This is an optimization exercise on Yosys and OpenROAD, whose aim is small area, not a production implementation.
Function was checked by simulation only, so behaviour that the tests miss may differ from the original.
No activity file was given, so power comes from the tool's default toggle rates.

===== design/flow/flow/run.sh =====
#!/bin/bash
# Standard layout, with the port buffers made as the smallest buffer cell
# and a clock tree without dummy loads.
set -euo pipefail
export BUFFER_PORTS_ARGS="-buffer_cell sky130_fd_sc_hd__buf_1"
export CTS_ARGS="-sink_clustering_enable -repair_clock_nets -buf_list sky130_fd_sc_hd__clkbuf_16 -sink_clustering_size 30 -sink_clustering_max_diameter 100 -dont_use_dummy_load -root_buf sky130_fd_sc_hd__clkbuf_4"
bash standard.sh > standard_flow.log 2>&1

===== design/flow/standard.sh =====
#!/bin/bash
# synth_recipe.tcl (not shown) runs the flow's synth.tcl, then flattens the netlist and writes it again
# the make line also repeats each setting of config.mk as NAME=value (left out here)
make -C /OpenROAD-flow-scripts/flow DESIGN_CONFIG=/design/flow/config.mk WORK_HOME=/design/flow/orfs CLKGATE_MAP_FILE= SYNTH_SCRIPT=/design/flow/synth_recipe.tcl "${@:-finish}"

===== design/flow/config.mk =====
export PLATFORM = sky130hd
export DESIGN_NAME = pci_lite_top
export DESIGN_NICKNAME = pci_lite_top
export VERILOG_FILES = /design/flow/design.v
export SDC_FILE = /design/flow/constraint.sdc
export NUM_CORES = 4
export LEC_CHECK = 0
export CAP_MARGIN = 20
export CORE_MARGIN = 2
export CORE_UTILIZATION = 40
export CTS_BUF_LIST = sky130_fd_sc_hd__clkbuf_16
export CTS_CLUSTER_DIAMETER = 100
export CTS_CLUSTER_SIZE = 30
export PLACE_DENSITY = 0.6
export SLEW_MARGIN = 20
export SYNTH_HIERARCHICAL = 1

===== design/flow/constraint.sdc =====
create_clock -name core_clock -period 5.0 [get_ports {clk}]
set_input_delay 1.0000 -clock core_clock [delete_from_list [all_inputs] [get_ports {clk}]]
set_output_delay 1.0000 -clock core_clock [all_outputs]
set_load 0.01 [all_outputs]

===== design/flow/design.v =====
package pci_lite_pkg;
    localparam int n_req       = 5;     
    localparam int count_width = 3;     
    localparam int mem_words   = 10;
    localparam int idx_width   = 4;     
    localparam int target_base = 10;    
    localparam int devsel_timeout = 4;
    typedef enum logic [2:0] {
        st_idle    = 3'b000,
        st_request = 3'b001,
        st_address = 3'b011,
        st_data    = 3'b010,
        st_finish  = 3'b100
    } bus_state_t;
endpackage
`timescale 1ns/1ns
module bus_arbiter (
    input  logic                           clk,
    input  logic                           arst_n,
    input  logic [pci_lite_pkg::n_req-1:0] req,
    output logic [pci_lite_pkg::n_req-1:0] gnt,
    input  logic                           bus_idle
);
    logic [pci_lite_pkg::n_req-1:0] next_gnt;
    always_comb
    begin
        next_gnt = '0;
        for (int i = 0; i < pci_lite_pkg::n_req; i++)
        begin
            if (req[i])
            begin
                next_gnt    = '0;
                next_gnt[i] = 1'b1;
            end
        end
    end
    always_ff @(posedge clk or negedge arst_n)
    begin
        if (!arst_n)
            gnt <= '0;
        else if (bus_idle)
            gnt <= next_gnt;
    end
endmodule
`timescale 1ns/1ns
module bus_initiator (
    input  logic                                 clk,
    input  logic                                 arst_n,
    input  logic                                 start,
    input  logic                                 write,
    input  logic [31:0]                          addr,
    input  logic [pci_lite_pkg::count_width-1:0] count,
    output logic                                 busy,
    output logic                                 done,
    output logic                                 abort,
    output logic                                 local_req,
    input  logic                                 local_gnt,
    output logic                                 take,        
    output logic                                 in_window,   
    output logic                                 data_phase,
    output logic                                 claim_q,     
    output logic                                 write_q
);
    pci_lite_pkg::bus_state_t             state;
    logic [pci_lite_pkg::count_width-1:0] cnt;    
    assign in_window  = (addr[31:5] == '0) &&
                        (addr[4:0] >= 5'(pci_lite_pkg::target_base)) &&
                        (addr[4:0] <  5'(pci_lite_pkg::target_base + pci_lite_pkg::mem_words));
    assign take       = start && ((state == pci_lite_pkg::st_idle) || (state == pci_lite_pkg::st_finish));
    assign data_phase = (state == pci_lite_pkg::st_data);
    always_ff @(posedge clk or negedge arst_n)
    begin
        if (!arst_n)
            state <= pci_lite_pkg::st_idle;
        else
            case (state)
                pci_lite_pkg::st_idle, pci_lite_pkg::st_finish:
                    state <= start ? pci_lite_pkg::st_request : pci_lite_pkg::st_idle;
                pci_lite_pkg::st_request:
                    if (local_gnt)
                        state <= pci_lite_pkg::st_address;
                pci_lite_pkg::st_address:
                    state <= pci_lite_pkg::st_data;
                pci_lite_pkg::st_data:
                    if (cnt == '0)
                        state <= pci_lite_pkg::st_finish;
                default:
                    state <= pci_lite_pkg::st_idle;
            endcase
    end
    always_ff @(posedge clk)
    begin
        if (take)
        begin
            write_q <= write;
            claim_q <= in_window;
            cnt     <= in_window ? count : pci_lite_pkg::count_width'(pci_lite_pkg::devsel_timeout - 1);
        end
        else if (data_phase)
            cnt <= cnt - 1'b1;
    end
    assign busy      = (state == pci_lite_pkg::st_request) || (state == pci_lite_pkg::st_address) ||
                       (state == pci_lite_pkg::st_data);
    assign done      = (state == pci_lite_pkg::st_finish);
    assign abort     = done && !claim_q;
    assign local_req = (state == pci_lite_pkg::st_request);
endmodule
`timescale 1ns/1ns
module mem_bit_next (
    input  logic we,
    input  logic nwe,
    input  logic w,
    input  logic q,
    output logic d
);
    assign d = (we | q) & (nwe | w);
endmodule
module mem_aoi222 (
    input  logic a1, a2, b1, b2, c1, c2,
    output logic y
);
    assign y = !((a1 & a2) | (b1 & b2) | (c1 & c2));
endmodule
module mem_nand2 (
    input  logic a, b,
    output logic y
);
    assign y = !(a & b);
endmodule
module mem_nand4 (
    input  logic a, b, c, d,
    output logic y
);
    assign y = !(a & b & c & d);
endmodule
module mem_word_ctl (
    input  logic wt,         
    input  logic l1, l2, l3,
    input  logic written,
    output logic we,
    output logic nwe,
    output logic rsel
);
    assign nwe  = !(wt & l1 & l2 & l3);
    assign we   = !nwe;
    assign rsel = l1 & l2 & l3 & written;
endmodule
module target_memory (
    input  logic                                 clk,
    input  logic                                 arst_n,
    input  logic                                 take,
    input  logic [pci_lite_pkg::idx_width-1:0]   addr_lo,    
    input  logic                                 data_phase,
    input  logic                                 claim_q,
    input  logic                                 write_q,
    input  logic [31:0]                          wdata,
    output logic                                 word_taken,
    output logic [31:0]                          rdata,
    output logic                                 rdata_valid
);
    localparam int n_words = pci_lite_pkg::mem_words;
    logic [31:0]          mem [n_words];
    logic [31:0]          mem_d [n_words];
    logic [n_words-1:0]   written;    
    logic [3:0]           slot;       
    logic [n_words-1:0]   we;
    logic [n_words-1:0]   nwe;
    logic [n_words-1:0]   rsel;
    logic                 step;
    logic [3:0]           p, n;       
    assign word_taken = data_phase && claim_q && write_q;
    assign step       = data_phase && (write_q || rdata_valid);
    always_ff @(posedge clk or negedge arst_n)
    begin
        if (!arst_n)
            rdata_valid <= 1'b0;
        else
            rdata_valid <= data_phase && claim_q && !write_q;
    end
    always_ff @(posedge clk)
    begin
        if (take)
            slot <= addr_lo;
        else if (step)
            slot <= (slot == 4'd3) ? 4'd10 : slot + 1'b1;
    end
    assign p = slot;
    assign n = ~slot;
    mem_word_ctl u_ctl0 (.wt(word_taken), .l1(p[3]), .l2(n[2]), .l3(n[0]), .written(written[0]), .we(we[0]), .nwe(nwe[0]), .rsel(rsel[0]));    
    mem_word_ctl u_ctl1 (.wt(word_taken), .l1(p[3]), .l2(n[2]), .l3(p[0]), .written(written[1]), .we(we[1]), .nwe(nwe[1]), .rsel(rsel[1]));    
    mem_word_ctl u_ctl2 (.wt(word_taken), .l1(p[2]), .l2(n[1]), .l3(n[0]), .written(written[2]), .we(we[2]), .nwe(nwe[2]), .rsel(rsel[2]));    
    mem_word_ctl u_ctl3 (.wt(word_taken), .l1(p[2]), .l2(n[1]), .l3(p[0]), .written(written[3]), .we(we[3]), .nwe(nwe[3]), .rsel(rsel[3]));    
    mem_word_ctl u_ctl4 (.wt(word_taken), .l1(p[2]), .l2(p[1]), .l3(n[0]), .written(written[4]), .we(we[4]), .nwe(nwe[4]), .rsel(rsel[4]));    
    mem_word_ctl u_ctl5 (.wt(word_taken), .l1(p[2]), .l2(p[1]), .l3(p[0]), .written(written[5]), .we(we[5]), .nwe(nwe[5]), .rsel(rsel[5]));    
    mem_word_ctl u_ctl6 (.wt(word_taken), .l1(n[3]), .l2(n[1]), .l3(n[0]), .written(written[6]), .we(we[6]), .nwe(nwe[6]), .rsel(rsel[6]));    
    mem_word_ctl u_ctl7 (.wt(word_taken), .l1(n[3]), .l2(n[1]), .l3(p[0]), .written(written[7]), .we(we[7]), .nwe(nwe[7]), .rsel(rsel[7]));    
    mem_word_ctl u_ctl8 (.wt(word_taken), .l1(n[3]), .l2(p[1]), .l3(n[0]), .written(written[8]), .we(we[8]), .nwe(nwe[8]), .rsel(rsel[8]));    
    mem_word_ctl u_ctl9 (.wt(word_taken), .l1(n[3]), .l2(p[1]), .l3(p[0]), .written(written[9]), .we(we[9]), .nwe(nwe[9]), .rsel(rsel[9]));    
    always_ff @(posedge clk or negedge arst_n)
    begin
        if (!arst_n)
            written <= '0;
        else
            written <= written | we;
    end
    for (genvar i = 0; i < n_words; i++)
    begin : g_word
        for (genvar b = 0; b < 32; b++)
        begin : g_bit
            mem_bit_next u_next (
                .we  (we[i]),
                .nwe (nwe[i]),
                .w   (wdata[b]),
                .q   (mem[i][b]),
                .d   (mem_d[i][b])
            );
        end
    end
    always_ff @(posedge clk)
        for (int i = 0; i < n_words; i++)
            mem[i] <= mem_d[i];
    for (genvar b = 0; b < 32; b++)
    begin : g_rd
        logic y0, y1, y2, y3;
        mem_aoi222 u_a0 (.a1(rsel[0]), .a2(mem[0][b]), .b1(rsel[1]), .b2(mem[1][b]), .c1(rsel[2]), .c2(mem[2][b]), .y(y0));
        mem_aoi222 u_a1 (.a1(rsel[3]), .a2(mem[3][b]), .b1(rsel[4]), .b2(mem[4][b]), .c1(rsel[5]), .c2(mem[5][b]), .y(y1));
        mem_aoi222 u_a2 (.a1(rsel[6]), .a2(mem[6][b]), .b1(rsel[7]), .b2(mem[7][b]), .c1(rsel[8]), .c2(mem[8][b]), .y(y2));
        mem_nand2  u_n9 (.a(rsel[9]), .b(mem[9][b]), .y(y3));
        mem_nand4  u_or (.a(y0), .b(y1), .c(y2), .d(y3), .y(rdata[b]));
    end
endmodule
`timescale 1ns/1ns
module pci_lite_top (
    input  logic                                 clk,
    input  logic                                 arst_n,
    input  logic                                 start,
    input  logic                                 write,
    input  logic [31:0]                          addr,
    input  logic [2:0]                           count,
    input  logic [31:0]                          wdata,
    output logic                                 word_taken,
    output logic [31:0]                          rdata,
    output logic                                 rdata_valid,
    output logic                                 busy,
    output logic                                 done,
    output logic                                 abort,
    input  logic [3:0]                           ext_req,
    output logic [3:0]                           ext_gnt
);
    logic                           local_req;
    logic [pci_lite_pkg::n_req-1:0] arb_gnt;
    logic                           take;
    logic                           in_window;
    logic                           data_phase;
    logic                           claim_q;
    logic                           write_q;
    logic                           bus_idle;
    assign ext_gnt  = arb_gnt[pci_lite_pkg::n_req-1:1];
    assign bus_idle = !busy || local_req;
    bus_arbiter u_arbiter (
        .clk      (clk),
        .arst_n   (arst_n),
        .req      ({ext_req, local_req}),
        .gnt      (arb_gnt),
        .bus_idle (bus_idle)
    );
    bus_initiator u_initiator (
        .clk        (clk),
        .arst_n     (arst_n),
        .start      (start),
        .write      (write),
        .addr       (addr),
        .count      (count),
        .busy       (busy),
        .done       (done),
        .abort      (abort),
        .local_req  (local_req),
        .local_gnt  (arb_gnt[0]),
        .take       (take),
        .in_window  (in_window),
        .data_phase (data_phase),
        .claim_q    (claim_q),
        .write_q    (write_q)
    );
    target_memory u_target (
        .clk         (clk),
        .arst_n      (arst_n),
        .take        (take),
        .addr_lo     (addr[3:0]),
        .data_phase  (data_phase),
        .claim_q     (claim_q),
        .write_q     (write_q),
        .wdata       (wdata),
        .word_taken  (word_taken),
        .rdata       (rdata),
        .rdata_valid (rdata_valid)
    );
endmodule

==> summary.txt, run 1 <==
Syn Nets 1027; largest cells by area after synthesis dfxtp_1 53%, o22a_1 23%, a222oi_1 8.0%; Fin Setup TNS 0 ns; slowest CP cell and4_1; worst hold path class input pin to asynchronous set/reset pin; Buf/Inv on CP 3; Finished Layout Cells 1492; Crit Path Max Fanout 19; Pwr Density 668 nW/um^2; first-pass GRT wire length 55.4 mm; Tmin final 4.45 ns; largest net degree at the start of global routing 34; Setup CP Type flop to output pin; Max Fclk 0.225 GHz; Post-synth EDFFs 9; Post-CTS Setup Inserts 0; cell count after synthesis 949; Vias 9681; Pre-antenna DRT Iters 9; DR DRC count 0; Slew @ Worst Pin 1.07 ns; WL/cell 24.8 um; 1st-iter DRT viols 1234; Final Max Tran Viols 0; Starting Density 0.406; Register Area 7150 um^2; final wirelength 37.0 mm; clock transition at the registers of the reported paths 0.11 ns; Max VDD drop 0.238 mV; slowest stage delay, CP 0.84 ns; critical path arrival 3.45 ns; Synth Cell Area 12000 um^2; Worst setup SP type flop; Net Sw Power 2800 uW; initial antenna violation count 1; Seq/Total Area, Yosys 0.595; Placed Cells 1476; grt ovf 0; final core occ 0.454; CP endpoint kind output pin; Logic pwr share 0.309; RD Place Congestion 0.728; fillers 2841; clk sink count 348; synthesis-to-finish area growth 11.9%; die area 31500 um^2; CTS tree yes; Yosys warnings 12; Max-slew headroom 0.284; cell taking the most area after synthesis dfxtp_1; P_leak 0.00483 uW; Sw Share 0.312; hold buffers post-CTS 0; Ports 116; Pint 6180 uW; die width 177 um; Worst-Skew Late Latency 0.69 ns; Top delay family on crit path simple AND/OR/NAND/NOR gates; Post-Route Skew 0.0216 ns; Hold Fails Final Rpt 0; maxcap violations 0; post-synth cell types 37; Root Driver clkbuf_4; fin nets 1181; number of buffers created by CTS 15; critical path required time 4.00 ns; Setup WS pre-CTS 1.31 ns; die height 177 um; final setup vio count 0; period utilisation layout 0.889; Setup WS post-layout 0.554 ns; core area 29600 um^2; gr usage total 0.229; Port Buf Inserts 115; vias in the first global route 9245; post-route ant nets 0; Post-synth ARST share 0.0546; run status complete, no violations; Row Count 63; syn avg cell area 12.7 um^2; Synth top area share 0.533; CTS max path bufs 3; # resized after CTS 0; worst-path cell chain inv_1 -> and4_1 -> buf_4 -> a222oi_1 -> nand4_1 -> buf_1; depth of the CTS H-tree 1; Post-synth top flop dfxtp_1; DR vias/cell 6.49; sequential share of power 0.548; Final HPWL DP 20.0 mm; share of cells above drive strength 1 0.0581; Multi-input gate area 4820 um^2; Clock power frac 0.142; #FFs+latches synth 348; RSZ-0062 raised after global routing no
## path summary, 6_finish.rpt
path,end,startpoint,slack (ns),cells past startpoint
max,rdata[22],u_target.slot[0],0.55,6
min,u_arbiter.gnt[4],arst_n,0.25,1
min reg2reg,u_target.written[5],u_target.written[5],0.47,1
max reg2reg,u_target.mem[4][24],u_initiator.state[2],1.69,5
max in group asynchronous,u_target.written[5],arst_n,4.41,1
min in group core_clock,u_target.written[5],u_target.written[5],0.47,1
## Yosys stat by module (local to each module, per instance)
module / flip-flops and latches / times used
target_memory: 335 / 1
pci_lite_top: 0 / 1
bus_arbiter: 5 / 1
mem_nand4: 0 / 32
mem_nand2: 0 / 32
bus_initiator: 8 / 1
mem_aoi222: 0 / 96
mem_bit_next: 0 / 320
mem_word_ctl: 0 / 10
## Yosys cell counts, types with 2 or more instances
| library cell | n |
|---|---|
| a21oi_1 | 3 |
| a222oi_1 | 96 |
| and2_1 | 2 |
| and3_1 | 2 |
| and4_1 | 20 |
| dfrtp_1 | 19 |
| dfxtp_1 | 320 |
| edfxtp_1 | 9 |
| ha_1 | 3 |
| inv_1 | 14 |
| nand2_1 | 42 |
| nand2b_1 | 4 |
| nand4_1 | 44 |
| nor2_1 | 5 |
| nor2b_1 | 3 |
| nor3b_1 | 3 |
| nor4_1 | 4 |
| nor4_2 | 2 |
| o21ai_0 | 6 |
| o22a_1 | 320 |
| o31a_1 | 2 |
| or2_2 | 11 |
## state kept, by name, indices dropped and copies added, names as in the netlist
signal / count
u_arbiter.gnt: 5
u_initiator.claim_q: 1
u_initiator.cnt: 3
u_initiator.state: 3
u_initiator.write_q: 1
u_target.mem: 320
u_target.rdata_valid: 1
u_target.slot: 4
u_target.written: 10
## power groups by stage
| stage | logic, uW | registers [uW] | clock network [uW] |
|---|---|---|---|
| after global routing | 3030 | 5080 | 1410 |
| after CTS | 2790 | 4910 | 1310 |
| final | 2780 | 4930 | 1280 |
| after global placement | 2700 | 4940 | 0 |
| after detailed placement | 2780 | 4970 | 0 |
| after floorplan | 2060 | 4790 | 0 |
## layout by cell type (no fill, tap or decap), types with 4 or more instances in the layout
master	count
inv_1	14
or2_2	11
dfxtp_1	320
nor2_1	5
and4_2	9
edfxtp_1	9
o21ai_0	6
a222oi_1	96
nand4_1	44
nor4_1	4
o22a_1	320
clkbuf_16	12
buf_4	24
dfrtp_1	19
and4_1	11
buf_1	114
nand2_1	42
nand2b_1	4
## per-stage QoR
stage,hold WS (ns),total power [uW],cell area [um^2]
detailed placement,0.438,7760,13100
global placement,0.425,7650,13100
floorplan,0.411,6850,12000
finish,0.245,8980,13500
CTS,0.232,9010,13500
global route,0.262,9520,13500
## area by class of cell
cell class / instances / area share
Antenna cell: 1 / 0.000186
Clock buffer: 15 / 0.0240
Inverter: 14 / 0.00391
Multi-Input combinational cell: 585 / 0.359
Sequential cell: 348 / 0.532
Tap cell: 390 / 0.0363
Timing Repair Buffer: 139 / 0.0456
## routing by layer
layer	GRT usage	vias to the layer above	wire, um
met2	0.381	356	17200
li1	-	4389	-
met1	0.324	4901	16800
met5	0	-	0
met4	0.0423	0	543
met3	0.0244	35	2440
## cell families (layout without fill, tap and decap cells)
group | after synthesis | count (layout) | synth area share
DFF | 348 | 348 | 0.595
AOI/OAI and AO/OA | 435 | 435 | 0.324
muxes | 1 | 1 | 0.000936
buffers and inverters | 16 | 168 | 0.00510
adders and majority gates | 3 | 3 | 0.00312
and+or+nand+nor | 146 | 146 | 0.0721
other | 0 | 1 | 0
==> run 2: changes to the inputs <==
--- a/design/flow/design.v
+++ b/design/flow/design.v
@@ -56,53 +56,48 @@
     output logic                                 local_req,
     input  logic                                 local_gnt,
-    output logic                                 take,        
     output logic                                 in_window,   
     output logic                                 data_phase,
     output logic                                 claim_q,     
-    output logic                                 write_q
-);
-    pci_lite_pkg::bus_state_t             state;
+    output logic                                 write_q,
+    output logic                                 free,        
+    output logic                                 grant_hold   
+);
+    logic [2:0]                           state;
     logic [pci_lite_pkg::count_width-1:0] cnt;    
+    logic                                 cnt_zero;
+    logic [4:0]                           lo;
+    assign lo         = addr[4:0];
     assign in_window  = (addr[31:5] == '0) &&
-                        (addr[4:0] >= 5'(pci_lite_pkg::target_base)) &&
-                        (addr[4:0] <  5'(pci_lite_pkg::target_base + pci_lite_pkg::mem_words));
-    assign take       = start && ((state == pci_lite_pkg::st_idle) || (state == pci_lite_pkg::st_finish));
-    assign data_phase = (state == pci_lite_pkg::st_data);
-    always_ff @(posedge clk or negedge arst_n)
-    begin
-        if (!arst_n)
-            state <= pci_lite_pkg::st_idle;
+                        (lo[4] ? (!lo[3] && !lo[2]) : (lo[3] && (lo[2] || lo[1])));
+    assign free       = !state[1] && !state[0];
+    assign data_phase = state[1] && !state[0];
+    assign cnt_zero   = (cnt == '0);
+    always_ff @(posedge clk or negedge arst_n)
+    begin
+        if (!arst_n)
+            state <= 3'b000;
         else
-            case (state)
-                pci_lite_pkg::st_idle, pci_lite_pkg::st_finish:
-                    state <= start ? pci_lite_pkg::st_request : pci_lite_pkg::st_idle;
-                pci_lite_pkg::st_request:
-                    if (local_gnt)
-                        state <= pci_lite_pkg::st_address;
-                pci_lite_pkg::st_address:
-                    state <= pci_lite_pkg::st_data;
-                pci_lite_pkg::st_data:
-                    if (cnt == '0)
-                        state <= pci_lite_pkg::st_finish;
-                default:
-                    state <= pci_lite_pkg::st_idle;
-            endcase
+        begin
+            state[0] <= !state[1] && (state[0] || start);
+            state[1] <= state[1] ? (state[0] || !cnt_zero) : (state[0] && local_gnt);
+            state[2] <= data_phase && cnt_zero;
+        end
     end
     always_ff @(posedge clk)
     begin
-        if (take)
+        if (free)
         begin
             write_q <= write;
             claim_q <= in_window;
-            cnt     <= in_window ? count : pci_lite_pkg::count_width'(pci_lite_pkg::devsel_timeout - 1);
-        end
-        else if (data_phase)
-            cnt <= cnt - 1'b1;
-    end
-    assign busy      = (state == pci_lite_pkg::st_request) || (state == pci_lite_pkg::st_address) ||
-                       (state == pci_lite_pkg::st_data);
-    assign done      = (state == pci_lite_pkg::st_finish);
-    assign abort     = done && !claim_q;
-    assign local_req = (state == pci_lite_pkg::st_request);
+        end
+        if (!state[0])
+            cnt <= state[1] ? cnt - 1'b1 :
+                   in_window ? count : pci_lite_pkg::count_width'(pci_lite_pkg::devsel_timeout - 1);
+    end
+    assign busy      = state[1] || state[0];
+    assign done      = state[2];
+    assign abort     = state[2] && !claim_q;
+    assign local_req = !state[1] && state[0];
+    assign grant_hold = state[1];
 endmodule
 `timescale 1ns/1ns
@@ -149,5 +144,5 @@
     input  logic                                 clk,
     input  logic                                 arst_n,
-    input  logic                                 take,
+    input  logic                                 free,       
     input  logic [pci_lite_pkg::idx_width-1:0]   addr_lo,    
     input  logic                                 data_phase,
@@ -180,5 +175,5 @@
     always_ff @(posedge clk)
     begin
-        if (take)
+        if (free)
             slot <= addr_lo;
         else if (step)
@@ -250,5 +245,4 @@
     logic                           local_req;
     logic [pci_lite_pkg::n_req-1:0] arb_gnt;
-    logic                           take;
     logic                           in_window;
     logic                           data_phase;
@@ -256,6 +250,8 @@
     logic                           write_q;
     logic                           bus_idle;
+    logic                           free;
+    logic                           grant_hold;
     assign ext_gnt  = arb_gnt[pci_lite_pkg::n_req-1:1];
-    assign bus_idle = !busy || local_req;
+    assign bus_idle = !grant_hold;
     bus_arbiter u_arbiter (
         .clk      (clk),
@@ -277,14 +273,15 @@
         .local_req  (local_req),
         .local_gnt  (arb_gnt[0]),
-        .take       (take),
         .in_window  (in_window),
         .data_phase (data_phase),
         .claim_q    (claim_q),
-        .write_q    (write_q)
+        .write_q    (write_q),
+        .free       (free),
+        .grant_hold (grant_hold)
     );
     target_memory u_target (
         .clk         (clk),
         .arst_n      (arst_n),
-        .take        (take),
+        .free        (free),
         .addr_lo     (addr[3:0]),
         .data_phase  (data_phase),
--- a/design/flow/flow/run.sh
+++ b/design/flow/flow/run.sh
@@ -5,3 +5,4 @@
 export BUFFER_PORTS_ARGS="-buffer_cell sky130_fd_sc_hd__buf_1"
 export CTS_ARGS="-sink_clustering_enable -repair_clock_nets -buf_list sky130_fd_sc_hd__clkbuf_16 -sink_clustering_size 30 -sink_clustering_max_diameter 100 -dont_use_dummy_load -root_buf sky130_fd_sc_hd__clkbuf_4"
+export GPL_KEEP_OVERFLOW=0
 bash standard.sh > standard_flow.log 2>&1
==> run 2 against run 1 <==
- sequential share of layout area decreased by 2.1 points
- combinational power is 16% lower
- critical endpoint is now rdata[20]
- critical path type unchanged
- largest cell class unchanged
- routed wire length fell by 2.5%
- worst setup slack better by 0.32 ns
- clock power hardly changed
- worst hold slack improved by 0.029 ns
- largest power group unchanged
==> summary.txt, run 2 <==
Syn Nets 1026; Worst setup SP type flop; RD Place Congestion 0.722; top post-synthesis cells by count 320 x dfxtp_1, 320 x o22a_1, 96 x a222oi_1; Hold Fails Final Rpt 0; depth of the CTS H-tree 1; post-route ant nets 0; vias in the first global route 9696; Final Max Tran Viols 0; slowest stage delay, CP 0.67 ns; Critical R2R Capture u_target.mem[2][30]; clock transition at the registers of the reported paths 0.11 ns; Pint 5920 uW; Port Buf Inserts 115; syn avg cell area 12.7 um^2; RSZ-0062 raised after global routing no; Post-synth top flop dfxtp_1; Starting Density 0.406; worst reg-to-reg setup slack 1.88 ns; sequential share of power 0.572; Root Driver clkbuf_4; worst hold path class input pin to asynchronous set/reset pin; Post-CTS Setup Inserts 0; Post-synth EDFFs 9; number of buffers created by CTS 15; core area 29600 um^2; die width 177 um; final setup vio count 0; final wirelength 36.0 mm; Max-slew headroom 0.445; Row Count 63; Setup CP Type flop to output pin; max reg flops 320; die area 31400 um^2; hold buffers post-CTS 0; final core occ 0.474; Vias 9842; cell count after synthesis 948; Clock power frac 0.152; Slew @ Worst Pin 0.829 ns; clk sink count 348; Pwr Density 600 nW/um^2; most frequent cells in the layout 320 x o22a_1, 320 x dfxtp_1, 114 x buf_1; Net Sw Power 2490 uW; critical path arrival 3.13 ns; fin nets 1198; period utilisation layout 0.825; Worst-Skew Late Latency 0.68 ns; CTS tree yes; worst-path cell chain inv_1 -> and4_2 -> buf_16 -> a222oi_1 -> nand4_1 -> buf_1; Max VDD drop 0.223 mV; post-synth cell types 36; #FFs+latches synth 348; share of cells above drive strength 1 0.0823; Logic pwr share 0.277; Post-Route Skew 0.0544 ns; die height 177 um; Yosys warnings 12; largest register by flop count u_target.mem; Max Fclk 0.242 GHz; Tmin final 4.13 ns; maxcap violations 0; Multi-input gate area 4800 um^2; Register Area 7150 um^2; 1st-iter DRT viols 1146; initial antenna violation count 1; Seq/Total Area, Yosys 0.596; CTS max path bufs 3; CP endpoint kind output pin; slowest CP cell edfxtp_1; critical path required time 4.00 ns; largest cells by area after synthesis dfxtp_1 53%, o22a_1 23%, a222oi_1 8.0%; reg2reg start u_initiator.state[1]; fillers 2739; DR DRC count 0; run status complete, no violations; Final HPWL DP 23.7 mm; first-pass GRT wire length 55.2 mm; reg2reg path depth 6; Ports 116; gr usage total 0.224; P_leak 0.00506 uW; cell taking the most area after synthesis dfxtp_1; synthesis-to-finish area growth 16.8%; Post-synth ARST share 0.0546; WL/cell 23.9 um; Synth Cell Area 12000 um^2; Fin Setup TNS 0 ns; Regs by FF count u_target.mem (320), u_target.written (10), u_arbiter.gnt (5); Pre-antenna DRT Iters 8; grt ovf 0; DR vias/cell 6.52; Crit Path Max Fanout 20; Sw Share 0.296; Synth top area share 0.534; # resized after CTS 0; largest net degree at the start of global routing 31
## run 2: changes by cell type after synthesis, moves of 2 or more
cell,delta
nor4_1,+2
inv_1,+2
and2_1,-2
nor4_2,-2
nor3b_1,-2
nand2b_1,-3
## run 2: power by group through the flow
| stage | Sequential, uW | Combinational, uW | Clock (uW) |
|---|---|---|---|
| floorplan | 4660 | 1720 | 0 |
| detailed placement | 4860 | 2320 | 0 |
| CTS | 4790 | 2320 | 1320 |
| global placement | 4810 | 2130 | 0 |
| global route | 4950 | 2510 | 1410 |
| finish | 4810 | 2330 | 1280 |
## run 2: cell families after synthesis
family / after synthesis / share of synthesized area
mux: 1 / 0.000938
fa+ha+maj: 3 / 0.00313
flops: 348 / 0.596
compound gates: 434 / 0.324
simple gates: 142 / 0.0689
xor+xnor: 1 / 0.000730
buf+inv: 19 / 0.00605
## run 2: final cells by class
class / count / share of cell area
clock buffer: 15 / 0.0230
inverter: 16 / 0.00429
antenna: 1 / 0.000179
timing repair buffer: 158 / 0.0849
multi-input combinational: 581 / 0.342
tap: 390 / 0.0348
sequential: 348 / 0.510
## run 2: how the worst max path moves through the flow
stage	startpoint	slack, ns	to	cells after the start
after global placement	u_target.slot[0]	0.99	rdata[20]	5
after floorplan	u_target.slot[0]	2.11	rdata[0]	4
after CTS	u_target.slot[0]	0.93	rdata[12]	6
after global routing	u_target.slot[0]	0.69	rdata[12]	6
after detailed placement	u_target.slot[0]	1.61	rdata[12]	6
final	u_target.slot[0]	0.87	rdata[20]	6
## run 2: Yosys stat by module (local to each module, per instance)
module	flip-flops and latches	cells	cell area, um^2	times used
bus_arbiter	5	20	223	1
mem_aoi222	0	1	10.0	96
mem_nand2	0	1	3.75	32
mem_word_ctl	0	3	23.8	10
target_memory	335	371	7000	1
mem_bit_next	0	1	8.76	320
pci_lite_top	0	1	3.75	1
bus_initiator	8	46	447	1
mem_nand4	0	1	6.26	32
## run 2: routing by layer
layer  vias to the layer above  track usage  part of all wire
li1                       4433            -                 -
met1                      5009        0.307              0.44
met2                       355        0.369              0.46
met3                        45       0.0320             0.071
met4                         0       0.0575             0.020
met5                         -            0                 0
## run 2: worst max-delay path, delay by kind of cell (launching register included)
kind / cells / cell delay [ns]
AO/OA/AOI/OAI: 1 / 0.44
AND/OR/NAND/NOR: 2 / 0.65
buffers and inverters: 3 / 0.72
flip-flops: 1 / 0.67
## run 2: per-stage QoR
stage,power (uW),hold WS [ns],area [um^2],setup WS (ns),std cells
floorplan,6370,0.411,12000,2.11,948
global placement,6930,0.423,12900,0.989,1450
detailed placement,7180,0.439,13700,1.61,1493
CTS,8430,0.451,14000,0.926,1508
global route,8870,0.286,14000,0.691,1509
finish,8410,0.274,14000,0.873,1509
==> run 3: changes to the inputs <==
--- a/design/flow/flow/run.sh
+++ b/design/flow/flow/run.sh
@@ -5,4 +5,3 @@
 export BUFFER_PORTS_ARGS="-buffer_cell sky130_fd_sc_hd__buf_1"
 export CTS_ARGS="-sink_clustering_enable -repair_clock_nets -buf_list sky130_fd_sc_hd__clkbuf_16 -sink_clustering_size 30 -sink_clustering_max_diameter 100 -dont_use_dummy_load -root_buf sky130_fd_sc_hd__clkbuf_4"
-export GPL_KEEP_OVERFLOW=0
 bash standard.sh > standard_flow.log 2>&1
==> run 3 against run 2 <==
- still clean on timing, DRC and antenna
- sequential share of layout area rose by 2.4 points
- first-iteration DRC count rose by 9.2%
- die area did not move
- clock skew down 0.0083 ns
- critical path depth did not move
- worst setup slack got worse by 0.24 ns
- clock-buffer cell count up 1
- synthesized cell count did not move
- clock power rose by 4%
- cell area fell by 4.5%
- worst hold slack worse by 0.034 ns
- register-to-register slack got worse by 0.15 ns
==> summary.txt, run 3 <==
run status complete, no violations; Port Buf Inserts 115; Fin Setup TNS 0 ns; Syn Nets 1026; RSZ-0062 raised after global routing no; largest net degree at the start of global routing 34; Root Driver clkbuf_4; max reg flops 320; hold slack 0.240 ns; largest register by flop count u_target.mem; largest cells by area after synthesis dfxtp_1 53%, o22a_1 23%, a222oi_1 8.0%; Post-CTS Setup Inserts 0; #FFs+latches synth 348; core area 29600 um^2; vias in the first global route 9330; Post-synth EDFFs 9; post-route ant nets 0; post-synth cell types 36; Row Count 63; hold buffers post-CTS 0; Pre-antenna DRT Iters 8; share of cells above drive strength 1 0.0560; placed inst area 13000 um^2; Seq/Total Area, Yosys 0.596; synthesis-to-finish area growth 11.5%; grt ovf 0; clk sink count 348; Yosys warnings 12; Tmin final 4.36 ns; Synth Cell Area 12000 um^2; fin nets 1169; top post-synthesis cells by count 320 x dfxtp_1, 320 x o22a_1, 96 x a222oi_1; gr usage total 0.224; number of buffers created by CTS 16; depth of the CTS H-tree 1; final wirelength 36.1 mm; fillers 2809; P_leak 0.00478 uW; initial antenna violation count 1; Setup CP Type flop to output pin; cell taking the most area after synthesis dfxtp_1; period utilisation layout 0.873; Post-synth ARST share 0.0546; Max Fclk 0.229 GHz; Starting Density 0.406; Vias 9714; Final HPWL DP 19.9 mm; syn avg cell area 12.7 um^2; slowest stage delay, CP 0.78 ns; slowest CP cell and4_1; Worst-Skew Late Latency 0.70 ns; Worst setup SP type flop; clock transition at the registers of the reported paths 0.11 ns; # resized after CTS 0; critical path required time 4.00 ns; CTS tree yes; Final Max Tran Viols 0; CP endpoint kind output pin; cell count after synthesis 948; Pwr Density 624 nW/um^2; DR vias/cell 6.56; worst-path cell chain inv_1 -> and4_1 -> buf_4 -> a222oi_1 -> nand4_1 -> buf_1; die width 177 um; worst hold path class input pin to asynchronous set/reset pin; die area 31400 um^2; first-pass GRT wire length 54.7 mm; RD Place Congestion 0.746; CTS max path bufs 3; Max VDD drop 0.267 mV; most frequent cells in the layout 320 x o22a_1, 320 x dfxtp_1, 114 x buf_1; maxcap violations 0; 1st-iter DRT viols 1251; Regs by FF count u_target.mem (320), u_target.written (10), u_arbiter.gnt (5); Synth top area share 0.534; final setup vio count 0; Hold Fails Final Rpt 0; Slew @ Worst Pin 1.03 ns; Post-Route Skew 0.0461 ns; die height 177 um; post-route design area 13400 um^2; Crit Path Max Fanout 19; critical path arrival 3.36 ns; Max-slew headroom 0.311; WL/cell 24.4 um; Post-synth top flop dfxtp_1; Ports 116; DR DRC count 0
-- run 3: cell counts after synthesis --
Identical to the previous run, type by type.
-- run 3: metal layers --
layer | global-route usage | share of wire
met3 | 0.0303 | 0.077
met4 | 0.0603 | 0.020
met2 | 0.354 | 0.44
met5 | 0 | 0
met1 | 0.320 | 0.46
-- run 3: per-module statistics from Yosys (local to each module, per instance) --
module,times used,flops+latches
mem_nand4,32,0
pci_lite_top,1,0
bus_initiator,1,8
bus_arbiter,1,5
mem_nand2,32,0
target_memory,1,335
mem_bit_next,320,0
mem_aoi222,96,0
mem_word_ctl,10,0
-- run 3: worst paths after layout --
kind                                       from                   end  slack (ns)  depth (start not counted)
setup / recovery               u_target.slot[0]             rdata[18]        0.64                          6
hold / removal                           arst_n      u_arbiter.gnt[2]        0.24                          1
setup reg to reg           u_initiator.state[1]    u_target.mem[4][6]        1.73                          5
hold reg to reg             u_initiator.write_q  u_target.rdata_valid        0.44                          1
max in group asynchronous                arst_n      u_arbiter.gnt[4]        4.35                          1
min in group core_clock     u_initiator.write_q  u_target.rdata_valid        0.44                          1
-- run 3: power breakdown --
group / internal (uW) / switching [uW]
clock network: 490 / 842
registers: 4100 / 705
logic: 1280 / 930
total: 5870 / 2480
-- run 3: cells by family (layout without fill, tap and decap cells) --
logic type,count (synthesis),count (layout),synth area share
compound gates,434,434,0.324
flops,348,348,0.596
simple gates,142,142,0.0689
buf+inv,19,160,0.00605
fa+ha+maj,3,3,0.00313
xor+xnor,1,1,0.000730
mux,1,1,0.000938
other cells,0,2,0
-- run 3: area by class of cell --
cell class	count	area, um^2	area share
clock buffers	16	348	0.0260
well taps	390	488	0.0365
diodes	2	5.00	0.000374
flip-flops and latches	348	7150	0.535
multi-input cells	581	4800	0.359
repair buffers	128	531	0.0396
inverters	16	60.1	0.00449
-- run 3: stage by stage --
step	cells	util	setup WS (ns)	power [uW]
6_report	1481	0.453	0.637	8340
5_1_grt	1480	0.453	0.511	8830
4_1_cts	1479	0.452	0.671	8360
3_5_place_dp	1463	0.441	1.41	7050
3_3_place_gp	1463	0.441	1.45	6960
2_1_floorplan	948	-	2.11	6370
-- run 3: critical path: cells and delay by family, from the launching register on --
family                 cells  cell delay [ns]
AO/OA/AOI/OAI              1             0.16
AND/OR/NAND/NOR            2             0.99
flip-flops                 1             0.61
buffers and inverters      3             0.93
==> run 4: changes to the inputs <==
--- a/design/flow/config.mk
+++ b/design/flow/config.mk
@@ -6,5 +6,5 @@
 export NUM_CORES = 4
 export LEC_CHECK = 0
-export CAP_MARGIN = 20
+export CAP_MARGIN = 0
 export CORE_MARGIN = 2
 export CORE_UTILIZATION = 40
@@ -13,4 +13,4 @@
 export CTS_CLUSTER_SIZE = 30
 export PLACE_DENSITY = 0.6
-export SLEW_MARGIN = 20
+export SLEW_MARGIN = 0
 export SYNTH_HIERARCHICAL = 1
==> run 4 against run 3 <==
- critical path type unchanged
- core utilization hardly changed
- global-route usage is the same
- worst setup slack improved by 0.022 ns
- critical path depth did not move
- still clean
- via count about the same
- maximum frequency up 0.51%
- clock power hardly changed
- synthesized cell count is the same
- cell area hardly changed
- first-iteration DRC count is the same
==> summary.txt, run 4 <==
cell taking the most area after synthesis dfxtp_1; Tmin final 4.34 ns; Final Max Tran Viols 0; syn avg cell area 12.7 um^2; max reg flops 320; GRT met3 Usage 0.0303; Syn Nets 1026; critical path required time 4.00 ns; depth of the CTS H-tree 1; Pre-antenna DRT Iters 6; hold path depth 1; CTS max path bufs 3; largest register by flop count u_target.mem; worst hold path class flop to flop; final wirelength 36.1 mm; GRT met1 Usage 0.320; clk sink count 348; GRT busiest layer met2; Post-Route Skew 0.0471 ns; Crit Path Max Fanout 19; die area 31400 um^2; clock transition at the registers of the reported paths 0.08 ns; DR vias/cell 6.56; RD Place Congestion 0.746; Min-Delay Endpoint u_target.rdata_valid; grt ovf 0; Regs by FF count u_target.mem (320), u_target.written (10), u_arbiter.gnt (5); Worst setup SP type flop; Buf/Inv on CP 3; Vias 9717; Post-CTS Setup Inserts 0; Starting Density 0.406; placed inst area 13000 um^2; worst-path cell chain inv_1 -> and4_1 -> buf_4 -> a222oi_1 -> nand4_1 -> buf_1; 1st-iter DRT viols 1251; core area 29600 um^2; Synth Cell Area 12000 um^2; Max VDD drop 0.267 mV; RSZ-0062 raised after global routing no; Ports 116; Post-synth ARST share 0.0546; worst reg-to-reg setup slack 1.73 ns; # resized after CTS 0; first-pass GRT wire length 54.7 mm; Fin Setup TNS 0 ns; maxcap violations 0; Post-synth EDFFs 9; final setup vio count 0; DR DRC count 0; largest net degree at the start of global routing 34; Finished Layout Cells 1481; reg2reg path depth 5; min-delay src u_initiator.write_q; WL/cell 24.3 um; #FFs+latches synth 348; synthesis-to-finish area growth 11.5%; Pwr Density 624 nW/um^2; Worst-Skew Late Latency 0.70 ns; slowest stage delay, CP 0.77 ns; CTS tree yes; initial antenna violation count 1; Hold Fails Final Rpt 0; period utilisation layout 0.868; fin nets 1169; slowest CP cell and4_1; die height 177 um; Port Buf Inserts 115; hold buffers post-CTS 0; top post-synthesis cells by count 320 x dfxtp_1, 320 x o22a_1, 96 x a222oi_1; CP endpoint kind output pin; Max Fclk 0.230 GHz; Final HPWL DP 19.9 mm; Max-slew headroom 0.280; share of cells above drive strength 1 0.0551; Top delay family on crit path simple AND/OR/NAND/NOR gates; met2 Track Usage GR 0.354; post-route design area 13400 um^2; critical path arrival 3.34 ns; Slew @ Worst Pin 1.08 ns; Post-synth top flop dfxtp_1; Placed Cells 1463; Synth top area share 0.534; die width 177 um; Setup CP Type flop to output pin; Seq/Total Area, Yosys 0.596; gr usage total 0.224; reg2reg start u_initiator.state[1]; Root Driver clkbuf_4; Yosys warnings 12; largest cells by area after synthesis dfxtp_1 53%, o22a_1 23%, a222oi_1 8.0%; Critical R2R Capture u_target.mem[4][6]; number of buffers created by CTS 16; post-route ant nets 0; run status complete, no violations; Row Count 63; post-synth cell types 36; cell count after synthesis 948; P_leak 0.00478 uW; most frequent cells in the layout 320 x o22a_1, 320 x dfxtp_1, 115 x buf_1; vias in the first global route 9330
run 4: cell counts after synthesis:
No cell type changed its count.
run 4: worst max path at each step:
stage	cells after the start	to	startpoint
after floorplan	4	rdata[0]	u_target.slot[0]
after global placement	6	rdata[18]	u_target.slot[0]
after detailed placement	6	rdata[18]	u_target.slot[0]
after CTS	6	rdata[18]	u_target.slot[0]
after global routing	6	rdata[16]	u_target.slot[0]
final	6	rdata[18]	u_target.slot[0]
run 4: worst register-to-register path: cells and delay by family, from the launching register on:
kind	cells	cell delay, ns
and+or+nand+nor	3	1.84
AOI/OAI and AO/OA	1	0.19
buffers and inverters	1	0.57
DFF	1	0.56
run 4: cells by family (layout without fill, tap and decap cells):
logic type / count (synthesis) / count (layout) / synth area share
multiplexers: 1 / 1 / 0.000938
adder cells (fa/ha/maj): 3 / 3 / 0.00313
buffers and inverters: 19 / 160 / 0.00605
AO/OA/AOI/OAI: 434 / 434 / 0.324
XOR/XNOR: 1 / 1 / 0.000730
flip-flops: 348 / 348 / 0.596
other: 0 / 2 / 0
AND/OR/NAND/NOR: 142 / 142 / 0.0689
run 4: power by group:
group	switching (uW)	total [uW]	internal, uW
sequential	704	4800	4100
clock	843	1330	490
combinational	929	2210	1280
run 4: per-module statistics from Yosys (local to each module, per instance):
module         flip-flops and latches  area [um^2]
bus_initiator                       8          447
mem_bit_next                        0         8.76
target_memory                     335         7000
pci_lite_top                        0         3.75
mem_nand4                           0         6.26
mem_word_ctl                        0         23.8
bus_arbiter                         5          223
mem_aoi222                          0         10.0
mem_nand2                           0         3.75
run 4: metrics by stage:
step / total power, uW / hold slack, ns / worst slack (ns) / util
2_1_floorplan: 6370 / 0.411 / 2.11 / -
3_3_place_gp: 6960 / 0.423 / 1.45 / 0.441
3_5_place_dp: 7050 / 0.438 / 1.41 / 0.441
4_1_cts: 8360 / 0.445 / 0.671 / 0.452
5_1_grt: 8830 / 0.472 / 0.511 / 0.453
6_report: 8340 / 0.444 / 0.659 / 0.453
run 4: cell type report:
| class | instances | area [um^2] |
|---|---|---|
| Fill cell | 2810 | 16200 |
| Sequential cell | 348 | 7150 |
| Timing Repair Buffer | 128 | 529 |
| Multi-Input combinational cell | 581 | 4800 |
| Inverter | 16 | 60.1 |
| Antenna cell | 2 | 5.00 |
| Tap cell | 390 | 488 |
| Clock buffer | 16 | 348 |
run 4: per-layer routing:
| metal | vias up | routed length (um) |
|---|---|---|
| met1 | 4889 | 16500 |
| met2 | 418 | 16000 |
| met4 | 0 | 705 |
| met3 | 49 | 2830 |
| li1 | 4361 | - |
| met5 | - | 0 |
==> run 5: changes to the inputs <==
==> design/flow/flow/run.sh (replaced) <==
#!/bin/bash
# Standard layout, with the port buffers made as the smallest buffer cell
# and a clock tree without dummy loads.
set -euo pipefail
export BUFFER_PORTS_ARGS="-buffer_cell sky130_fd_sc_hd__buf_1"
export CTS_ARGS="-sink_clustering_enable -repair_clock_nets -buf_list sky130_fd_sc_hd__buf_8 -sink_clustering_size 22 -sink_clustering_max_diameter 80 -dont_use_dummy_load -root_buf sky130_fd_sc_hd__clkbuf_4"
bash standard.sh > standard_flow.log 2>&1
--- a/design/flow/config.mk
+++ b/design/flow/config.mk
@@ -6,5 +6,5 @@
 export NUM_CORES = 4
 export LEC_CHECK = 0
-export CAP_MARGIN = 0
+export CAP_MARGIN = 20
 export CORE_MARGIN = 2
 export CORE_UTILIZATION = 40
@@ -13,4 +13,4 @@
 export CTS_CLUSTER_SIZE = 30
 export PLACE_DENSITY = 0.6
-export SLEW_MARGIN = 0
+export SLEW_MARGIN = 20
 export SYNTH_HIERARCHICAL = 1
==> run 5 against run 4 <==
- global-route usage is 0.084 points higher
- die area unchanged
- core utilization decreased by 0.19 points
- clock power shrank 5%
- synthesized cell count is the same
- clock skew grew 0.028 ns
- via count shrank 0.21%
- highest routed layer unchanged
- maximum frequency decreased by 0.77%
- non-clock buffer count stayed put
- area after synthesis unchanged
==> summary.txt, run 5 <==
synthesis-to-finish area growth 11.0%; Regs by FF count u_target.mem (320), u_target.written (10), u_arbiter.gnt (5); Max-slew headroom 0.311; Placed Cells 1463; Setup CP Type flop to output pin; clock transition at the registers of the reported paths 0.11 ns; Synth top area share 0.534; DR DRC count 0; RD Place Congestion 0.746; worst reg-to-reg setup slack 1.73 ns; Worst-Skew Late Latency 0.71 ns; Final Max Tran Viols 0; Final HPWL DP 19.9 mm; WL/cell 24.4 um; Port Buf Inserts 115; fin nets 1174; Seq/Total Area, Yosys 0.596; max reg flops 320; die area 31400 um^2; Pre-antenna DRT Iters 6; Hold Fails Final Rpt 0; worst hold path class input pin to asynchronous set/reset pin; DR vias/cell 6.53; Fin Setup TNS 0 ns; sequential share of power 0.579; Slew @ Worst Pin 1.03 ns; Finished Layout Cells 1485; syn avg cell area 12.7 um^2; RSZ-0062 raised after global routing no; 1st-iter DRT viols 1190; CP endpoint kind output pin; Post-CTS Setup Inserts 0; share of cells above drive strength 1 0.0603; Post-synth EDFFs 9; Tmin final 4.37 ns; Synth Cell Area 12000 um^2; Sw Share 0.301; grt ovf 0; top post-synthesis cells by count 320 x dfxtp_1, 320 x o22a_1, 96 x a222oi_1; CTS tree yes; #FFs+latches synth 348; largest net degree at the start of global routing 34; initial antenna violation count 1; final core occ 0.451; Pint 5790 uW; critical path arrival 3.37 ns; Post-synth top flop dfxtp_1; Worst setup SP type flop; number of buffers created by CTS 21; post-route design area 13300 um^2; final wirelength 36.2 mm; final setup vio count 0; depth of the CTS H-tree 1; post-route ant nets 0; Syn Nets 1026; period utilisation layout 0.875; Logic pwr share 0.267; cell taking the most area after synthesis dfxtp_1; Row Count 63; CTS max path bufs 3; P_leak 0.00476 uW; Clock power frac 0.154; Vias 9697; largest register by flop count u_target.mem; maxcap violations 0; Max VDD drop 0.267 mV; # resized after CTS 0; run status complete, no violations; core area 29600 um^2; largest cells by area after synthesis dfxtp_1 53%, o22a_1 23%, a222oi_1 8.0%; cell count after synthesis 948; Crit Path Max Fanout 19; hold buffers post-CTS 0; Yosys warnings 12; Root Driver clkbuf_4; placed inst area 13000 um^2; Max Fclk 0.229 GHz; die height 177 um; Ports 116; clk sink count 348; first-pass GRT wire length 54.9 mm; Net Sw Power 2490 uW; critical path required time 4.00 ns; vias in the first global route 9359; most frequent cells in the layout 320 x o22a_1, 320 x dfxtp_1, 114 x buf_1; die width 177 um; Post-Route Skew 0.0746 ns; gr usage total 0.225; Post-synth ARST share 0.0546; Pwr Density 622 nW/um^2; Starting Density 0.406; post-synth cell types 36
[run 5: cell counts after synthesis]
No cell type changed its count.
[run 5: logic make-up (layout without fill, tap and decap cells)]
logic type                 Yosys count  count (layout)  share of synthesized area
AOI/OAI and AO/OA                  434             434                      0.324
other                                0               1                          0
and+or+nand+nor                    142             142                     0.0689
xor gates and xnor gates             1               1                   0.000730
buffers and inverters               19             165                    0.00605
DFF                                348             348                      0.596
adders and majority gates            3               3                    0.00313
muxes                                1               1                   0.000938
[run 5: Yosys stat by module (local to each module, per instance)]
module | area, um^2 | copies in the design
target_memory | 7000 | 1
mem_nand2 | 3.75 | 32
pci_lite_top | 3.75 | 1
bus_initiator | 447 | 1
mem_word_ctl | 23.8 | 10
mem_aoi222 | 10.0 | 96
mem_bit_next | 8.76 | 320
bus_arbiter | 223 | 1
mem_nand4 | 6.26 | 32
[run 5: metrics by stage]
stage          total power [uW]  setup slack (ns)  hold slack [ns]
3_3_place_gp               6960              1.45            0.423
3_5_place_dp               7050              1.41            0.438
5_1_grt                    8780             0.499            0.234
2_1_floorplan              6370              2.11            0.411
4_1_cts                    8310             0.672            0.447
6_report                   8290             0.626            0.242
[run 5: final cells by class]
type / instances / area, um^2
fill: 2810 / 16200
sequential: 348 / 7150
multi-input combinational: 581 / 4800
timing repair buffer: 128 / 531
tap: 390 / 488
clock buffer: 21 / 293
inverter: 16 / 60.1
antenna: 1 / 2.50
[run 5: worst max-delay path, cell delays in order (launching register included)]
cell      delay [ns]
edfxtp_1        0.61
inv_1           0.35
and4_1          0.77
buf_4           0.41
a222oi_1        0.17
nand4_1         0.22
buf_1           0.17
[run 5: path summary, 6_finish.rpt]
check                                     start                    to  depth (start not counted)
max in group asynchronous                arst_n   u_target.written[1]                          1
min reg2reg                 u_initiator.write_q  u_target.rdata_valid                          1
min                                      arst_n      u_arbiter.gnt[1]                          1
min in group core_clock     u_initiator.write_q  u_target.rdata_valid                          1
max reg2reg                u_initiator.state[1]   u_target.mem[4][11]                          5
max                            u_target.slot[0]             rdata[18]                          6
[run 5: per-layer routing]
metal,part of all wire,routed length [um],global-route usage
met5,0,0,0
met4,0.022,789,0.0561
met3,0.077,2780,0.0339
met2,0.45,16100,0.356
met1,0.46,16500,0.320
[run 5: power groups by stage]
stage | registers, uW | logic (uW) | clock network [uW]
5_1_grt | 4960 | 2410 | 1420
6_report | 4800 | 2210 | 1270
3_5_place_dp | 4850 | 2200 | 0
4_1_cts | 4780 | 2210 | 1320
2_1_floorplan | 4660 | 1720 | 0
3_3_place_gp | 4830 | 2130 | 0
==> run 6: changes to the inputs <==
==> design/flow/flow/run.sh (replaced) <==
#!/bin/bash
# Standard layout, with the port buffers made as the smallest buffer cell
# and a clock tree without dummy loads.
set -euo pipefail
export BUFFER_PORTS_ARGS="-buffer_cell sky130_fd_sc_hd__buf_1"
export CTS_ARGS="-sink_clustering_enable -repair_clock_nets -buf_list sky130_fd_sc_hd__buf_12 -sink_clustering_size 30 -sink_clustering_max_diameter 100 -dont_use_dummy_load -root_buf sky130_fd_sc_hd__clkbuf_4"
bash standard.sh > standard_flow.log 2>&1
==> run 6 against run 5 <==
- clock-buffer cell count fell by 5
- worst setup slack better by 0.060 ns
- worst hold slack improved by 0.0089 ns
- first-iteration DRC count shrank 3.3%
- critical endpoint unchanged
- largest cell class unchanged
==> summary.txt, run 6 <==
run status complete, no violations; initial antenna violation count 1; Ports 116; worst reg-to-reg setup slack 1.78 ns; Crit Path Max Fanout 19; reg2reg path depth 5; Yosys warnings 12; Fin Setup TNS 0 ns; Finished Layout Cells 1480; GRT met1 Usage 0.320; largest cells by area after synthesis dfxtp_1 53%, o22a_1 23%, a222oi_1 8.0%; Logic pwr share 0.266; fin nets 1169; placed inst area 13000 um^2; Starting Density 0.406; Pint 5810 uW; CP endpoint kind output pin; GRT met3 Usage 0.0303; xor/xnor share of the synthesized area 0.000730; Syn Nets 1026; cell taking the most area after synthesis dfxtp_1; largest net degree at the start of global routing 34; Worst setup SP type flop; die height 177 um; worst-path cell chain inv_1 -> and4_1 -> buf_4 -> a222oi_1 -> nand4_1 -> buf_1; slowest stage delay, CP 0.75 ns; Power, Total 8290 uW; 1st-iter DRT viols 1151; critical path arrival 3.31 ns; critical path required time 4.00 ns; max reg flops 320; top post-synthesis cells by count 320 x dfxtp_1, 320 x o22a_1, 96 x a222oi_1; adder-cell share of the synthesized area 0.00313; Compound-Gate Fraction of Synth Area 0.324; P_leak 0.00474 uW; Seq/Total Area, Yosys 0.596; Regs by FF count u_target.mem (320), u_target.written (10), u_arbiter.gnt (5); Slew @ Worst Pin 1.02 ns; mux cell area share after synthesis 0.000938; Worst path depth 6; clk sink count 348; Synth Area in Simple Gates 0.0689; first-pass GRT wire length 54.8 mm; Buf/Inv on CP 3; CTS max path bufs 3; Post-CTS Setup Inserts 0; Clock power frac 0.155; cell count after synthesis 948; GRT busiest layer met2; gr usage total 0.224; Max-slew headroom 0.319; Post-synth EDFFs 9; maxcap violations 0; die area 31400 um^2; Worst-Skew Late Latency 0.69 ns; Post-Route Skew 0.0629 ns; Post-synth ARST share 0.0546; Top delay family on crit path simple AND/OR/NAND/NOR gates; worst hold path class input pin to asynchronous set/reset pin; Port Buf Inserts 115; met2 Track Usage GR 0.355; Synth Cell Area 12000 um^2; Row Count 63; largest family of logic cells by synthesized area compound AO/OA/AOI/OAI gates; period utilisation layout 0.863; Tmin final 4.31 ns; Hold Fails Final Rpt 0; Max Fclk 0.232 GHz; post-route design area 13300 um^2; most frequent cells in the layout 320 x o22a_1, 320 x dfxtp_1, 114 x buf_1; Root Driver clkbuf_4; share of cells above drive strength 1 0.0560; depth of the CTS H-tree 1; Final Max Tran Viols 0; hold slack 0.250 ns; #FFs+latches synth 348; core area 29600 um^2; Critical R2R Capture u_target.mem[4][6]; sequential share of power 0.579; Placed Cells 1463; WL/cell 24.3 um; Pre-antenna DRT Iters 6; largest register by flop count u_target.mem; DR vias/cell 6.56; Net Sw Power 2480 uW; Pwr Density 623 nW/um^2; Setup CP Type flop to output pin; syn avg cell area 12.7 um^2; DR DRC count 0; CTS tree yes; reg2reg start u_initiator.state[1]; synthesis-to-finish area growth 10.9%; die width 177 um; Max VDD drop 0.267 mV; post-route ant nets 0; vias in the first global route 9333; post-synth cell types 36; Synth top area share 0.534; final wirelength 36.0 mm; slowest CP cell and4_1; clock transition at the registers of the reported paths 0.12 ns; number of buffers created by CTS 16; hold buffers post-CTS 0; # resized after CTS 0; Post-synth top flop dfxtp_1; final setup vio count 0; grt ovf 0; Final HPWL DP 19.9 mm; Vias 9712; Sw Share 0.300; RSZ-0062 raised after global routing no; RD Place Congestion 0.746
run 6: Yosys stat by module, one instance, submodules excluded:
module	flip-flops and latches	cells inside	times used
mem_nand2	0	1	32
pci_lite_top	0	1	1
mem_aoi222	0	1	96
mem_word_ctl	0	3	10
target_memory	335	371	1
bus_arbiter	5	20	1
mem_nand4	0	1	32
mem_bit_next	0	1	320
bus_initiator	8	46	1
run 6: power by group through the flow:
| stage | Sequential, uW | Combinational, uW | Clock (uW) |
|---|---|---|---|
| floorplan | 4660 | 1720 | 0 |
| global placement | 4830 | 2130 | 0 |
| detailed placement | 4850 | 2200 | 0 |
| CTS | 4780 | 2210 | 1320 |
| global route | 4950 | 2410 | 1420 |
| finish | 4800 | 2210 | 1280 |
run 6: worst max path at each step:
stage	endpoint	slack [ns]	startpoint
floorplan	rdata[0]	2.11	u_target.slot[0]
global placement	rdata[18]	1.45	u_target.slot[0]
detailed placement	rdata[18]	1.41	u_target.slot[0]
CTS	rdata[18]	0.69	u_target.slot[0]
global route	rdata[16]	0.53	u_target.slot[0]
finish	rdata[18]	0.69	u_target.slot[0]
run 6: worst reg2reg max path, cell delays in order (launching register included):
cell and delay [ns]:
dfrtp_1 0.56, nor2b_1 0.27, and3_1 0.60, nand4_1 0.93
buf_4 0.56, o22a_1 0.19
run 6: final cells by class:
| class | count | area [um^2] |
|---|---|---|
| Timing Repair Buffer | 128 | 531 |
| Inverter | 16 | 60.1 |
| Sequential cell | 348 | 7150 |
| Tap cell | 390 | 488 |
| Fill cell | 2822 | 16200 |
| Multi-Input combinational cell | 581 | 4800 |
| Antenna cell | 1 | 2.50 |
| Clock buffer | 16 | 283 |
run 6: routing by layer:
layer  share of wire  vias up  wire [um]
met3           0.076       52       2750
met5               0        -          0
met1            0.46     4881      16400
met2            0.45      411      16000
li1                -     4368          -
met4           0.021        0        746
run 6: through the flow:
step	util	worst slack [ns]
global route	0.450	0.533
CTS	0.450	0.694
floorplan	-	2.11
detailed placement	0.441	1.41
global placement	0.441	1.45
finish	0.450	0.685
run 6: cells by family (layout without fill, tap and decap cells):
group	count (synthesis)	in the layout
compound gates	434	434
flops	348	348
simple gates	142	142
buf+inv	19	160
fa+ha+maj	3	3
xor+xnor	1	1
mux	1	1
other cells	0	1
==> run 7: changes to the inputs <==
--- a/design/flow/design.v
+++ b/design/flow/design.v
@@ -23,16 +23,9 @@
 );
     logic [pci_lite_pkg::n_req-1:0] next_gnt;
-    always_comb
-    begin
-        next_gnt = '0;
-        for (int i = 0; i < pci_lite_pkg::n_req; i++)
-        begin
-            if (req[i])
-            begin
-                next_gnt    = '0;
-                next_gnt[i] = 1'b1;
-            end
-        end
-    end
+    assign next_gnt[4] = req[4];
+    assign next_gnt[3] = req[3] && !req[4];
+    assign next_gnt[2] = req[2] && !(req[3] || req[4]);
+    assign next_gnt[1] = req[1] && !(req[2] || req[3] || req[4]);
+    assign next_gnt[0] = req[0] && !(req[1] || req[2] || req[3] || req[4]);
     always_ff @(posedge clk or negedge arst_n)
     begin
@@ -40,5 +33,5 @@
             gnt <= '0;
         else if (bus_idle)
-            gnt <= next_gnt;
+            gnt <= next_gnt;    
     end
 endmodule
@@ -61,5 +54,7 @@
     output logic                                 write_q,
     output logic                                 free,        
-    output logic                                 grant_hold   
+    output logic                                 grant_hold,  
+    output logic                                 rdata_valid,
+    output logic                                 step         
 );
     logic [2:0]                           state;
@@ -81,5 +76,5 @@
             state[0] <= !state[1] && (state[0] || start);
             state[1] <= state[1] ? (state[0] || !cnt_zero) : (state[0] && local_gnt);
-            state[2] <= data_phase && cnt_zero;
+            state[2] <= state[1] && (state[0] || cnt_zero);
         end
     end
@@ -96,6 +91,8 @@
     end
     assign busy      = state[1] || state[0];
-    assign done      = state[2];
-    assign abort     = state[2] && !claim_q;
+    assign done      = state[2] && !state[1];
+    assign abort     = done && !claim_q;
+    assign rdata_valid = claim_q && !write_q && !state[0] && (state[1] ^ state[2]);
+    assign step      = data_phase && (write_q || !state[2]);
     assign local_req = !state[1] && state[0];
     assign grant_hold = state[1];
@@ -151,6 +148,6 @@
     input  logic [31:0]                          wdata,
     output logic                                 word_taken,
-    output logic [31:0]                          rdata,
-    output logic                                 rdata_valid
+    input  logic                                 step,       
+    output logic [31:0]                          rdata
 );
     localparam int n_words = pci_lite_pkg::mem_words;
@@ -162,15 +159,6 @@
     logic [n_words-1:0]   nwe;
     logic [n_words-1:0]   rsel;
-    logic                 step;
     logic [3:0]           p, n;       
     assign word_taken = data_phase && claim_q && write_q;
-    assign step       = data_phase && (write_q || rdata_valid);
-    always_ff @(posedge clk or negedge arst_n)
-    begin
-        if (!arst_n)
-            rdata_valid <= 1'b0;
-        else
-            rdata_valid <= data_phase && claim_q && !write_q;
-    end
     always_ff @(posedge clk)
     begin
@@ -252,4 +240,5 @@
     logic                           free;
     logic                           grant_hold;
+    logic                           step;
     assign ext_gnt  = arb_gnt[pci_lite_pkg::n_req-1:1];
     assign bus_idle = !grant_hold;
@@ -278,5 +267,7 @@
         .write_q    (write_q),
         .free       (free),
-        .grant_hold (grant_hold)
+        .grant_hold (grant_hold),
+        .rdata_valid(rdata_valid),
+        .step       (step)
     );
     target_memory u_target (
@@ -290,6 +281,6 @@
         .wdata       (wdata),
         .word_taken  (word_taken),
-        .rdata       (rdata),
-        .rdata_valid (rdata_valid)
+        .step        (step),
+        .rdata       (rdata)
     );
 endmodule
==> design/flow/flow/run.sh (replaced) <==
#!/bin/bash
# Standard layout, with the port buffers made as the smallest buffer cell
# and a clock tree without dummy loads.
set -euo pipefail
export BUFFER_PORTS_ARGS="-buffer_cell sky130_fd_sc_hd__buf_1"
export CTS_ARGS="-sink_clustering_enable -repair_clock_nets -buf_list sky130_fd_sc_hd__clkbuf_16 -sink_clustering_size 30 -sink_clustering_max_diameter 100 -dont_use_dummy_load -root_buf sky130_fd_sc_hd__clkbuf_4"
bash standard.sh > standard_flow.log 2>&1
==> run 7 against run 6 <==
- combinational power is 9.0% lower
- clock power about the same
- worst hold slack worse by 0.046 ns
- largest power group unchanged
- routed wire length down 1.7%
- critical endpoint is now rdata[23]
- clock-buffer cell count down 1
- still clean
- largest cell class unchanged
- flip-flop and latch count is 1 lower
- critical path depth stayed put
- cell count up 0.68%
- synthesized cell count grew 0.32%
==> summary.txt, run 7 <==
largest cells by area after synthesis dfxtp_1 53%, o22a_1 23%, a222oi_1 8.0%; Row Count 63; Ports 116; Post-synth top flop dfxtp_1; post-synth cell types 35; Logic pwr share 0.253; Worst-Skew Late Latency 0.73 ns; most frequent cells in the layout 320 x o22a_1, 320 x dfxtp_1, 114 x buf_1; first-pass GRT wire length 54.2 mm; die height 177 um; adder-cell share of the synthesized area 0.00417; clk sink count 347; period utilisation layout 0.892; DR DRC count 0; CTS max path bufs 3; Slew @ Worst Pin 1.09 ns; Pre-antenna DRT Iters 8; CP endpoint kind output pin; Max Fclk 0.224 GHz; Final HPWL DP 20.3 mm; Crit Path Max Fanout 22; grt ovf 0; Sw Share 0.290; largest register by flop count u_target.mem; largest net degree at the start of global routing 34; slowest CP cell and4_1; Net Sw Power 2310 uW; #FFs+latches synth 347; syn avg cell area 12.6 um^2; max reg flops 320; gr usage total 0.220; Post-CTS Setup Inserts 0; cell taking the most area after synthesis dfxtp_1; Synth Area in Simple Gates 0.0687; sequential share of power 0.586; slowest stage delay, CP 0.99 ns; Worst setup SP type flop; CTS tree yes; initial antenna violation count 1; critical path arrival 3.46 ns; fin nets 1180; Synth top area share 0.534; cell count after synthesis 951; RD Place Congestion 0.754; WL/cell 23.7 um; Pwr Density 594 nW/um^2; post-route ant nets 0; hold slack 0.205 ns; final wirelength 35.4 mm; Syn Nets 1030; vias in the first global route 9248; Fin Setup TNS 0 ns; # resized after CTS 0; critical path required time 4.00 ns; maxcap violations 0; Post-synth EDFFs 9; die area 31400 um^2; Compound-Gate Fraction of Synth Area 0.325; Tmin final 4.46 ns; Post-Route Skew 0.104 ns; Clock power frac 0.161; number of buffers created by CTS 15; Pint 5660 uW; P_leak 0.00481 uW; Max VDD drop 0.272 mV; Post-synth ARST share 0.0519; largest family of logic cells by synthesized area compound AO/OA/AOI/OAI gates; RSZ-0062 raised after global routing no; worst-path cell chain inv_1 -> and4_1 -> buf_4 -> a222oi_1 -> nand4_1 -> buf_1; final setup vio count 0; Synth Cell Area 12000 um^2; DR vias/cell 6.50; Regs by FF count u_target.mem (320), u_target.written (10), u_arbiter.gnt (5); 1st-iter DRT viols 1123; xor/xnor share of the synthesized area 0.000730; clock transition at the registers of the reported paths 0.12 ns; Vias 9678; die width 177 um; share of cells above drive strength 1 0.0555; depth of the CTS H-tree 1; GRT met1 Usage 0.305; GRT busiest layer met2; Seq/Total Area, Yosys 0.594; synthesis-to-finish area growth 11.7%; core area 29600 um^2; Yosys warnings 12; Starting Density 0.406; Port Buf Inserts 115; top post-synthesis cells by count 320 x dfxtp_1, 320 x o22a_1, 96 x a222oi_1; worst hold path class input pin to asynchronous set/reset pin; run status complete, no violations; GRT met3 Usage 0.0223; Root Driver clkbuf_4; Hold Fails Final Rpt 0; Final Max Tran Viols 0; Setup CP Type flop to output pin; hold buffers post-CTS 0; Max-slew headroom 0.276; mux cell area share after synthesis 0.000938; met2 Track Usage GR 0.367
## run 7: changes by cell type in the layout (fill, tap and decap cells not counted), moves of 2 or more
cell	previous run	this run
and4_1	2	10
and4_2	18	10
buf_12	13	0
buf_4	13	21
clkbuf_16	0	12
inv_1	16	18
## run 7: final timing paths
| kind | slack (ns) | cells after the start | startpoint | to |
|---|---|---|---|---|
| worst max-delay path | 0.54 | 6 | u_target.slot[0] | rdata[23] |
| worst min-delay path | 0.20 | 1 | arst_n | u_arbiter.gnt[2] |
| worst max register to register | 1.67 | 6 | u_initiator.state[1] | u_target.mem[0][7] |
| worst min register to register | 0.46 | 1 | u_target.written[1] | u_target.written[1] |
| max in group asynchronous | 4.42 | 1 | arst_n | u_target.written[1] |
| min in group core_clock | 0.46 | 1 | write | u_initiator.write_q |
## run 7: per-module statistics from Yosys, one instance, submodules excluded
module         cells inside  cell area [um^2]
mem_nand2                 1              3.75
mem_bit_next              1              8.76
bus_initiator            53               484
mem_word_ctl              3              23.8
target_memory           367              6970
mem_nand4                 1              6.26
bus_arbiter              20               223
pci_lite_top              1              3.75
mem_aoi222                1              10.0
## run 7: area by class of cell
cell class                 instances  area [um^2]
antenna                            1         2.50
clock buffer                      15          323
fill                            2806        16200
inverter                          18         67.6
multi-input combinational        583         4800
sequential                       347         7130
tap                              390          488
timing repair buffer             136          591
## run 7: cell families after synthesis
logic type               Yosys count
AO/OA/AOI/OAI                    435
XOR/XNOR                           1
adder cells (fa/ha/maj)            4
buffers and inverters             21
flip-flops                       347
multiplexers                       1
AND/OR/NAND/NOR                  142
## run 7: layer usage
layer,wire [um],part of all wire,vias to the layer above
li1,-,-,4391
met1,16100,0.46,4932
met2,16500,0.47,312
met3,1960,0.055,43
met4,826,0.023,0
met5,0,0,-
## run 7: stage by stage
| stage | setup slack (ns) | area [um^2] | utilization | instances | total power [uW] |
|---|---|---|---|---|---|
| after floorplan | 2.11 | 12000 | - | 951 | 6120 |
| after global placement | 1.38 | 13100 | 0.442 | 1474 | 6640 |
| after detailed placement | 1.33 | 13100 | 0.442 | 1474 | 6740 |
| after CTS | 0.546 | 13400 | 0.453 | 1489 | 8010 |
| after global routing | 0.353 | 13400 | 0.453 | 1490 | 8440 |
| final | 0.542 | 13400 | 0.453 | 1490 | 7970 |
## run 7: power groups by stage
stage,Combinational [uW],Clock [uW],Sequential (uW)
final,2010,1290,4670
after global placement,1950,0,4690
after CTS,2020,1330,4660
after detailed placement,2020,0,4730
after global routing,2210,1420,4810
after floorplan,1570,0,4550
## run 7: critical path, delay by kind of cell (launching register included)
| kind | cells | cell delay, ns |
|---|---|---|
| AOI/OAI and AO/OA | 1 | 0.09 |
| buffers and inverters | 3 | 0.89 |
| DFF | 1 | 0.61 |
| and+or+nand+nor | 2 | 1.16 |

Setup slack of run 7, layout unchanged: 0.542 ns with ideal ports, 0.495 ns with driving cells assumed (clock clkbuf_16, inputs buf_2), 1.225 ns with port delays also shifted by the 0.730 ns mid clock arrival.
